This design comes from an exercise in tuning for small area, a short achievable clock period and few clock cycles on the open sky130 flow, not from production work. Function was checked by simulation only, so behaviour that the tests miss may differ from the original. Power figures rest on the tool's default switching activity, not on a simulated workload.

Setup of run 1:
==> flow/design.v (excerpt) <==
module mipsCpuBus (
    input logic clk,
    input logic reset,
    output logic active,
    output cpuPkg::cpuWord registerV0,
    output cpuPkg::cpuWord address,
    output logic read,
    output logic write,
    output cpuPkg::cpuWord writedata,
    input cpuPkg::cpuWord readdata,
    input logic waitrequest
);
    function automatic logic [31:0] byteSwap(input logic [31:0] value);
        byteSwap = {value[7:0], value[15:8], value[23:16], value[31:24]};
    endfunction
    logic halted;
    logic [29:0] pcF;           
    logic pcFZero;              
    logic [29:0] pcD1;          
    logic arrive;               
    logic redirPend;            
    logic [29:0] redirTgt;
    logic redirTgtZero;
    logic memPending;           
    logic memW;
    logic [29:0] memAddr;
    cpuPkg::cpuWord memData;
    cpuPkg::regIndex mRd;       
    logic dataCycle;            
    cpuPkg::regIndex dRd;
    logic xValid;
    logic xWr;                  
    cpuPkg::regIndex xRd, xRs, xRt;
    logic xBReg;                
    logic xIsLoad, xIsStore, xIsMem;
    logic xIsJr;
    logic xBeq, xBne, xBlez, xBgtz, xBltz, xBgez, xAlways, xIsBr;
    logic xPred;                
  ...
Size in the first run: ~5500 cells after synthesis, ~1300 flip-flops, roughly 130 I/O pins, ~0.076 mm² of cells after synthesis.
clock: 10.0 ns
lec_check: 0
cap_margin: 20
core_margin: 2
core_utilization: 55
cts_buf_list: sky130_fd_sc_hd__clkbuf_8
cts_cluster_size: 30
slew_margin: 20
tns_end_percent: 10
standard.sh (not shown) runs the stock make flow with config.mk's settings and CLKGATE_MAP_FILE= SYNTH_SCRIPT=/design/flow/synth_recipe.tcl, a recipe that flattens the netlist after the stock synthesis.
==> flow/flow/run.sh <==
#!/bin/bash
# Standard ORFS layout, with timing repair aimed below the clock period
# (every path should keep 5.7 ns of setup slack) and without gate cloning,
# which left unrepaired high-fanout select nets.
set -euo pipefail
bash standard.sh SETUP_SLACK_MARGIN=5.7 SKIP_GATE_CLONING=1 > standard_flow.log 2>&1
Testbench counts of run 1, summed over its fixed seeds: cycles 66,519.
Changes in run 2 relative to run 1:
Settings: TNS_END_PERCENT: 10 -> unset; CORE_UTILIZATION: 55 -> 65.
Results
Against run 1, run 2 comes in 36% higher on number of DRC violations after detailed-routing iteration 0.
[run 2 vs run 1] power density relative to cell area: lower in run 2
Changes observed in run 2 relative to run 1: share of final-layout standard cells stronger than drive strength 1 moved up, share of cell area taken by multi-input logic gates moved up, fraction of the cycle the final worst path needs moved down.
Input-level comparison between run 3 and run 2:
Settings: swapping 65 for 55 in CORE_UTILIZATION.
Results
- In run 3 relative to run 2, clock power had gone up by a few percent.
- Against run 2, run 3 comes in 0.4 points lower on combinational fraction of design power.
- Sort run 2 and run 3 by critical path depth, descending, and run 3 comes first.
- Maximum level of the CTS H-tree: run 2 vs run 3 — no meaningful difference
- Compared with run 2, run 3 shows a global-route total usage across every layer that is 8.5 points lower.


Another version of the RTL of mipsCpuBus (not shown whole).
Size: ~5600 cells after synthesis, ~1300 flip-flops.
export LEC_CHECK = 0
export CAP_MARGIN = 20
export CORE_MARGIN = 2
export CORE_UTILIZATION = 60
export SLEW_MARGIN = 20
create_clock -name core_clock -period 10.0 [get_ports {clk}]
==> flow/flow/run.sh <==
#!/bin/bash
# Standard ORFS layout with three changes to how it is made:
#  - timing repair aims for 6.1 ns of setup slack on every path (below the clock period),
#  - no gate cloning in repair (it left unrepaired high-fanout select nets),
#  - ports are buffered with buf_4 rather than the default delay-cell buffer.
set -euo pipefail
bash standard.sh SETUP_SLACK_MARGIN=6.1 SKIP_GATE_CLONING=1 \
    "BUFFER_PORTS_ARGS=-buffer_cell sky130_fd_sc_hd__buf_4" > standard_flow.log 2>&1
Testbench counts at the start, summed over its fixed seeds: cycles 66,471.
==> next run, changes <==
==> flow/flow/run.sh (replaced) <==
#!/bin/bash
# Standard ORFS layout, with timing repair aimed below the clock period:
# repair_timing keeps working until every path has 6.0 ns of setup slack.
set -euo pipefail
bash standard.sh SETUP_SLACK_MARGIN=6.0 > standard_flow.log 2>&1
Settings changed: CORE_UTILIZATION 60 to 55.
What happened:
- The changed run reached the layout checks and failed them: max-capacitance violations, max-slew violations
- power grows by 0.39%
- routed wire length grows by 1.1%
- count of clock-buffer cells in the layout does not change
- die area grows by 9.0%
==> next run, changes <==
==> flow/run.sh (new file) <==
#!/bin/bash
# synth_recipe.tcl (not shown) runs the flow's synth.tcl, then flattens the netlist and writes it again
# the make line also repeats each setting of config.mk as NAME=value (left out here)
make -C /OpenROAD-flow-scripts/flow DESIGN_CONFIG=/design/flow/config.mk WORK_HOME=/design/flow/orfs CLKGATE_MAP_FILE= SYNTH_SCRIPT=/design/flow/synth_recipe.tcl finish
Settings changed: CTS_BUF_LIST from default to sky130_fd_sc_hd__clkbuf_8, CTS_CLUSTER_SIZE from default to 30, SETUP_SLACK_MARGIN from default to 5.
removed: flow/flow/run.sh
removed: flow/standard.sh
Result: Now the flow ran to the end with no violations. Worst hold slack improved by 0.037 ns. Synthesized area does not change. Combinational power goes down by a quarter to a third.
==> next run, changes <==
==> flow/flow/run.sh (new file) <==
#!/bin/bash
# Standard ORFS layout with three changes to how it is made:
#  - timing repair aims for 5.7 ns of setup slack on every path (below the clock period),
#  - no gate cloning in repair (it left unrepaired high-fanout select nets),
#  - ports are buffered with buf_4 rather than the default delay-cell buffer.
set -euo pipefail
bash standard.sh SETUP_SLACK_MARGIN=5.7 SKIP_GATE_CLONING=1 \
    "BUFFER_PORTS_ARGS=-buffer_cell sky130_fd_sc_hd__buf_4" > standard_flow.log 2>&1
==> flow/standard.sh (new file) <==
#!/bin/bash
# synth_recipe.tcl (not shown) runs the flow's synth.tcl, then flattens the netlist and writes it again
# the make line also repeats each setting of config.mk as NAME=value (left out here)
make -C /OpenROAD-flow-scripts/flow DESIGN_CONFIG=/design/flow/config.mk WORK_HOME=/design/flow/orfs CLKGATE_MAP_FILE= SYNTH_SCRIPT=/design/flow/synth_recipe.tcl "${@:-finish}"
Settings changed: CTS_BUF_LIST sky130_fd_sc_hd__clkbuf_8 to default, CTS_CLUSTER_SIZE 30 to default, SETUP_SLACK_MARGIN 5 to default.
removed: flow/run.sh
=> Synthesized area does not change. Combinational power came out higher by about 15%. Count of clock-buffer cells in the layout went down by 45. Final area increases by 6.4%. Hold slack is worse by 0.064 ns. Core utilization went up by 4.0 points.
==> next run, changes <==
==> flow/flow/run.sh (replaced) <==
#!/bin/bash
# Standard ORFS layout, with timing repair aimed below the clock period
# (every path should keep 5.7 ns of setup slack) and without gate cloning,
# which left unrepaired high-fanout select nets.
set -euo pipefail
bash standard.sh SETUP_SLACK_MARGIN=5.7 SKIP_GATE_CLONING=1 > standard_flow.log 2>&1
Settings changed: CTS_BUF_LIST from default to sky130_fd_sc_hd__clkbuf_8, CTS_CLUSTER_SIZE from default to 30.
After rerunning:
- design area is lower by 1.4%
- clock power is lower by 19%
- wire length is about the same
- global-route usage is higher by 0.39 points
- worst hold slack improved by 0.040 ns
- cell count is higher by 1.5%


== 08-06 ==
mipsCpuBus, a different RTL version from the one above (not shown whole).
For scale: ~8200 cells after synthesis, ~1400 flip-flops, ~0.078 mm² of cells after synthesis.
Design mipsCpuBus, start of the top module:
module mipsCpuBus (
    input logic clk,
    input logic reset,
    output logic active,
    output cpuPkg::cpuWord registerV0,
    output cpuPkg::cpuWord address,
    output logic read,
    output logic write,
    output cpuPkg::cpuWord writedata,
    input cpuPkg::cpuWord readdata,
    input logic waitrequest
);
clock: 10.0 ns
lec_check: 0
cap_margin: 20
core_margin: 2
core_utilization: 40
setup_slack_margin: 5
slew_margin: 20
run.sh (not shown) runs the stock make flow with config.mk's settings and CLKGATE_MAP_FILE= SYNTH_SCRIPT=/design/flow/synth_recipe.tcl, a recipe that flattens the netlist after the stock synthesis.
Stock flow here: none of the scripts above is used.
08-06: no failed stages, no open violations at the end
Testbench counts of 08-06, summed over its fixed seeds: cycles 66,471.
### 08-06 -> 06-26
-- flow/config.mk --
<<< 08-06, line 8
>>> 06-26, line 8
export ABC_CLOCK_PERIOD_IN_PS = 4500
Results
08-06 -> 06-26: area after detailed placement delta 0, exact match
Measured slew at the worst slew-check pin essentially unchanged between 06-26 and 08-06.
Number of primary I/O pins came out exactly the same in 08-06 and 06-26.
06-26 -> 08-06: pre-CTS setup slack delta 0, exact match

[afterwards: timing with drivers on the ports]
In the flow no input, the clock included, has a driving cell. The finished layouts below were timed again as built, in two steps.
Step 1, drivers: a clkbuf_16 drives clk and a buf_2 each remaining input, both assumed.
Step 2 adds t to the input delays and takes it off the output delays; t is the mean of the earliest and latest rising clock arrival at the registers after step 1. Input paths then give back, and output paths get back, about the clock's delay inside the block.
Three values: no drivers, after step 1, after step 2; two values: the first two.
run | t, ns | setup WS [ns] | clock arrival spread, ns | worst data-port slew with drivers (ns) | cell pins on the clock port's net
run 1 | 1.064 | 5.317 / 5.307 / 4.280 | 0.052 / 0.052 | 0.14 | 1
run 2 | 1.053 | 5.506 / 5.506 / 4.522 | 0.069 / 0.070 | 0.12 | 1
run 3 | 1.060 | 5.593 / 5.603 / 4.560 | 0.068 / 0.068 | 0.16 | 1
the first run of note 2 | 0.922 | 5.382 / 5.347 / 4.425 | 0.074 / 0.074 | 0.18 | 1
the second run of note 2 | 0.888 | 5.515 / 5.331 / 4.443 | 0.061 / 0.062 | 0.49 | 1
the third run of note 2 | 1.067 | 4.915 / 4.958 / 3.891 | 0.078 / 0.078 | 0.12 | 1
the fourth run of note 2 | 0.883 | 5.426 / 5.426 / 4.600 | 0.038 / 0.037 | 0.13 | 1
the fifth run of note 2 | 1.065 | 5.501 / 5.424 / 4.537 | 0.041 / 0.041 | 0.12 | 1
08-06 | 0.892 | 4.892 / 4.920 / 4.028 | 0.033 / 0.034 | 0.17 | 1
06-26 | 0.892 | 4.892 / 4.920 / 4.028 | 0.033 / 0.034 | 0.17 | 1
The setup slack of the second run of note 2, which loses most, moves by -0.184 ns with the drivers and by -1.072 ns with both steps.
